Source: an optimization exercise on an open RTL-to-GDS flow (aim: small area and a short achievable clock period). Production flows keep margins and buffers that such runs may drop. RTL that was checked went through simulation tests only; none was proved equivalent to the original. Power and IR drop assume default switching activity.

==> module fifo_wr_sr, before the edit <==
module fifo_wr_sr (
  input  logic write_strobe,
  input  logic read_strobe,
  input  logic data_available,
  input  logic full,
  input  logic c_1,
  output logic en
);
  assign en = write_strobe & data_available & (read_strobe ? ~c_1 : ~full);
endmodule
==> module fifo_flags, before the edit <==
module fifo_flags #(
  parameter int WIDTH    = fifo_flags_pkg::DEFAULT_WIDTH,
  parameter int NUM      = fifo_flags_pkg::DEFAULT_NUM,
  parameter int AF_LEVEL = NUM - 4,
  parameter int AE_LEVEL = 4
) (
  input  logic                     clk,
  input  logic                     reset_n,
  input  logic [WIDTH-1:0]         write_data,
  input  logic                     write_strobe,
  input  logic                     read_strobe,
  output logic [WIDTH-1:0]         read_data,
  output logic                     data_available,
  output logic                     full,
  output logic                     almost_full,
  output logic                     almost_empty,
  output logic [fifo_flags_pkg::cnt_bits(NUM)-1:0] count,
  output logic                     overflow,
  output logic                     underflow,
  input  logic                     err_clear
);
  localparam int CW = fifo_flags_pkg::cnt_bits(NUM);
  localparam int PW = fifo_flags_pkg::ptr_bits(NUM);
  localparam int SD = NUM - 1;             
  localparam int HW = 1 << (PW / 2);       
  localparam int LW = 1 << (PW - PW / 2);  
  logic [WIDTH-1:0] sr [SD];
  logic [WIDTH-1:0] head;
  localparam int NEN = 2 * WIDTH;           
  localparam int SEG = (SD + 1) / 2;        
  logic [NEN-1:0]   sr_en;
  logic [HW-1:0]    ra_hi;
  logic [LW-1:0]    ra_lo;
  logic             sr_empty;    
  logic [CW-1:0] cnt_up, cnt_dn;
  logic c_m1, c_le_ae_m1, c_ae, c_ae_p1, c_af_m1, c_af, c_ge_af_p1;
  fifo_cnt_next #(.CW(CW), .NUM(NUM), .AF_LEVEL(AF_LEVEL), .AE_LEVEL(AE_LEVEL)) u_cnt (
    .count      (count),
    .up         (cnt_up),
    .dn         (cnt_dn),
    .c_m1       (c_m1),
    .c_le_ae_m1 (c_le_ae_m1),
    .c_ae       (c_ae),
    .c_ae_p1    (c_ae_p1),
    .c_af_m1    (c_af_m1),
    .c_af       (c_af),
    .c_ge_af_p1 (c_ge_af_p1)
  );
  logic c_0, c_1;
  assign c_0 = ~data_available;
  assign c_1 = data_available & sr_empty;
  logic rd_acc, wr_acc, inc, dec;
  assign rd_acc = read_strobe & data_available;
  assign wr_acc = write_strobe & (~full | read_strobe);
  assign inc    = wr_acc & ~rd_acc;
  assign dec    = rd_acc & ~wr_acc;
  always_ff @(posedge clk) begin
    for (int b = 0; b < WIDTH; b++) begin
      if (sr_en[2*b]) sr[0][b] <= write_data[b];
      for (int i = 1; i < SD; i++) begin
        if (sr_en[2*b + i / SEG]) sr[i][b] <= sr[i-1][b];
      end
    end
  end
  logic [HW*LW-1:0] rsel;
  logic [WIDTH-1:0] sr_out_n;
  for (genvar i = 0; i < HW * LW; i++) begin : g_sel
    fifo_g_and2 u_dec (.a(ra_hi[i / LW]), .b(ra_lo[i % LW]), .y(rsel[i]));
  end
  for (genvar b = 0; b < WIDTH; b++) begin : g_bit
    logic [HW*LW-1:0] d;
    for (genvar i = 0; i < HW * LW; i++) begin : g_ent
      if (i < SD) begin : g_used
        assign d[i] = sr[i][b];
      end else begin : g_unused
        assign d[i] = 1'b0;
      end
    end
    fifo_ptr_wrap u_rd (.sel(rsel), .d(d), .yn(sr_out_n[b]));
  end
  logic             ld_wd, ld_sr;
  logic [WIDTH-1:0] alt, head_d;
  assign ld_wd   = (c_0 & write_strobe) | (c_1 & read_strobe);
  assign ld_sr   = read_strobe & ~sr_empty;
  assign alt     = ld_wd ? write_data : head;
  for (genvar b = 0; b < WIDTH; b++) begin : g_head
    fifo_head_next u_mux (.sr_n(sr_out_n[b]), .alt(alt[b]), .ld_sr(ld_sr), .y(head_d[b]));
  end
  always_ff @(posedge clk) begin
    head <= head_d;
  end
  assign read_data = head;
  for (genvar k = 0; k < NEN; k++) begin : g_en
    fifo_wr_sr u_en (
      .write_strobe   (write_strobe),
      .read_strobe    (read_strobe),
      .data_available (data_available),
      .full           (full),
      .c_1            (c_1),
      .en             (sr_en[k])
    );
  end
  always_ff @(posedge clk or negedge reset_n) begin
    if (!reset_n) begin
      ra_hi    <= HW'(1) << (HW - 1);
      ra_lo    <= LW'(1) << (LW - 1);
      sr_empty <= 1'b1;
    end else begin
      if (~read_strobe & write_strobe & data_available & ~full) begin
        ra_lo    <= {ra_lo[LW-2:0], ra_lo[LW-1]};
        if (ra_lo[LW-1]) ra_hi <= {ra_hi[HW-2:0], ra_hi[HW-1]};
        sr_empty <= 1'b0;
      end else if (read_strobe & ~write_strobe & ~sr_empty) begin
        ra_lo    <= {ra_lo[0], ra_lo[LW-1:1]};
        if (ra_lo[0]) ra_hi <= {ra_hi[0], ra_hi[HW-1:1]};
        sr_empty <= ra_hi[0] & ra_lo[0];
      end
    end
  end
  always_ff @(posedge clk or negedge reset_n) begin
    if (!reset_n) begin
      count          <= '0;
      data_available <= 1'b0;
      full           <= 1'b0;
      almost_full    <= 1'b0;
      almost_empty   <= 1'b1;
    end else begin
      if (inc) count <= cnt_up;
      else if (dec) count <= cnt_dn;
      data_available <= ~(~write_strobe & (c_0 | (c_1 & read_strobe)));
      full           <= (full & ~dec) | (c_m1 & inc);
      almost_full    <= c_ge_af_p1 | (c_af & ~dec) | (c_af_m1 & inc);
      almost_empty   <= c_le_ae_m1 | (c_ae & ~inc) | (c_ae_p1 & dec);
    end
  end
  always_ff @(posedge clk or negedge reset_n) begin
    if (!reset_n) begin
      overflow  <= 1'b0;
      underflow <= 1'b0;
    end else if (err_clear) begin
      overflow  <= 1'b0;
      underflow <= 1'b0;
    end else begin
      if (write_strobe & ~wr_acc) overflow  <= 1'b1;
      if (read_strobe & ~rd_acc)  underflow <= 1'b1;
    end
  end
endmodule
clock: 5.5 ns
lec_check: 0
abc_clock_period_in_ps: 2000
cap_margin: 20
core_margin: 2
core_utilization: 50
cts_cluster_diameter: 100
cts_cluster_size: 30
setup_slack_margin: 3.2
slew_margin: 20
synth_hierarchical: 1
tns_end_percent: 5
run.sh (not shown) runs the stock make flow with config.mk's settings and CLKGATE_MAP_FILE= SYNTH_SCRIPT=/design/flow/synth_recipe.tcl, a recipe that flattens the netlist after the stock synthesis.
Then changed:
--- a/flow/design.v
+++ b/flow/design.v
@@ -92,17 +92,17 @@
   assign c_af_m1    = (count == CW'(AF_LEVEL - 1));
   assign c_af       = (count == CW'(AF_LEVEL));
   assign c_ge_af_p1 = (count >= CW'(AF_LEVEL + 1));
 endmodule
-module fifo_wr_sr (
+module fifo_pv_next (
   input  logic write_strobe,
   input  logic read_strobe,
   input  logic data_available,
   input  logic full,
   input  logic c_1,
-  output logic en
-);
-  assign en = write_strobe & data_available & (read_strobe ? ~c_1 : ~full);
+  output logic pv_next
+);
+  assign pv_next = write_strobe & data_available & (~full | read_strobe) & ~(read_strobe & c_1);
 endmodule
 module fifo_head_next (
   input  logic sr_n,
   input  logic alt,
@@ -138,8 +138,10 @@
   localparam int HW = 1 << (PW / 2);       
   localparam int LW = 1 << (PW - PW / 2);  
   logic [WIDTH-1:0] sr [SD];
   logic [WIDTH-1:0] head;
+  logic [WIDTH-1:0] pend;
+  logic             pend_v;
   localparam int NEN = 2 * WIDTH;           
   localparam int SEG = (SD + 1) / 2;        
   logic [NEN-1:0]   sr_en;
   logic [HW-1:0]    ra_hi;
@@ -160,17 +162,18 @@
     .c_ge_af_p1 (c_ge_af_p1)
   );
   logic c_0, c_1;
   assign c_0 = ~data_available;
-  assign c_1 = data_available & sr_empty;
+  assign c_1 = data_available & sr_empty & ~pend_v;
   logic rd_acc, wr_acc, inc, dec;
   assign rd_acc = read_strobe & data_available;
   assign wr_acc = write_strobe & (~full | read_strobe);
   assign inc    = wr_acc & ~rd_acc;
   assign dec    = rd_acc & ~wr_acc;
   always_ff @(posedge clk) begin
+    pend <= write_data;
     for (int b = 0; b < WIDTH; b++) begin
-      if (sr_en[2*b]) sr[0][b] <= write_data[b];
+      if (sr_en[2*b]) sr[0][b] <= pend[b];
       for (int i = 1; i < SD; i++) begin
         if (sr_en[2*b + i / SEG]) sr[i][b] <= sr[i-1][b];
       end
     end
@@ -190,41 +193,47 @@
       end
     end
     fifo_ptr_wrap u_rd (.sel(rsel), .d(d), .yn(sr_out_n[b]));
   end
-  logic             ld_wd, ld_sr;
+  logic             ld_wd, ld_sr, ld_p;
   logic [WIDTH-1:0] alt, head_d;
   assign ld_wd   = (c_0 & write_strobe) | (c_1 & read_strobe);
   assign ld_sr   = read_strobe & ~sr_empty;
-  assign alt     = ld_wd ? write_data : head;
+  assign ld_p    = read_strobe & sr_empty & pend_v;
+  assign alt     = ld_wd ? write_data : (ld_p ? pend : head);
   for (genvar b = 0; b < WIDTH; b++) begin : g_head
     fifo_head_next u_mux (.sr_n(sr_out_n[b]), .alt(alt[b]), .ld_sr(ld_sr), .y(head_d[b]));
   end
   always_ff @(posedge clk) begin
     head <= head_d;
   end
   assign read_data = head;
-  for (genvar k = 0; k < NEN; k++) begin : g_en
-    fifo_wr_sr u_en (
+  logic [NEN:0] pv_next;
+  for (genvar k = 0; k <= NEN; k++) begin : g_pv
+    fifo_pv_next u_pv (
       .write_strobe   (write_strobe),
       .read_strobe    (read_strobe),
       .data_available (data_available),
       .full           (full),
       .c_1            (c_1),
-      .en             (sr_en[k])
+      .pv_next        (pv_next[k])
     );
   end
   always_ff @(posedge clk or negedge reset_n) begin
     if (!reset_n) begin
+      pend_v   <= 1'b0;
+      sr_en    <= '0;
       ra_hi    <= HW'(1) << (HW - 1);
       ra_lo    <= LW'(1) << (LW - 1);
       sr_empty <= 1'b1;
     end else begin
-      if (~read_strobe & write_strobe & data_available & ~full) begin
+      pend_v <= pv_next[NEN];
+      sr_en  <= pv_next[NEN-1:0];
+      if (pend_v & ~read_strobe) begin
         ra_lo    <= {ra_lo[LW-2:0], ra_lo[LW-1]};
         if (ra_lo[LW-1]) ra_hi <= {ra_hi[HW-2:0], ra_hi[HW-1]};
         sr_empty <= 1'b0;
-      end else if (read_strobe & ~write_strobe & ~sr_empty) begin
+      end else if (~pend_v & read_strobe & ~sr_empty) begin
         ra_lo    <= {ra_lo[0], ra_lo[LW-1:1]};
         if (ra_lo[0]) ra_hi <= {ra_hi[0], ra_hi[HW-1:1]};
         sr_empty <= ra_hi[0] & ra_lo[0];
       end
Effect: Core utilization fell by 0.18 points. Area after synthesis rose by 1.1%. Clock skew fell by 0.026 ns. Via count fell by 1.2%. Non-clock buffer count fell by 38. Total power fell by 38%. Final cell count fell by 0.52%. Global-route usage fell by 0.93 points. Die area rose by 1.1%. Maximum frequency rose by 3.1%.
Function not checked in the first run of this note: the RTL went through the layout flow alone.

-- re-timing with driven ports --
Ports are ideal in the flow. The routed layouts listed here were re-timed in OpenROAD. Step 1 assumes that a clkbuf_16 drives the clock port and a buf_2 every other input. Step 2 moves the port delays by t, midway between the first and last clock arrival at a register: inputs arrive t later, outputs are due t later. That takes back most of the time a late clock gives input paths. Three values: ideal, step 1, step 2; two values: the first two.
| run | shift t [ns] | setup WS [ns] | worst register clock-pin slew, ns |
|---|---|---|---|
| the first run | 0.799 | 2.962 / 2.879 / 2.290 | 0.12 / 0.12 |
| the second run | 0.792 | 3.037 / 2.968 / 2.369 | 0.12 / 0.12 |
After both steps setup and hold are still met in every run listed. For the first run, which loses most, drivers alone change the setup slack by -0.083 ns; drivers and shift together by -0.672 ns.
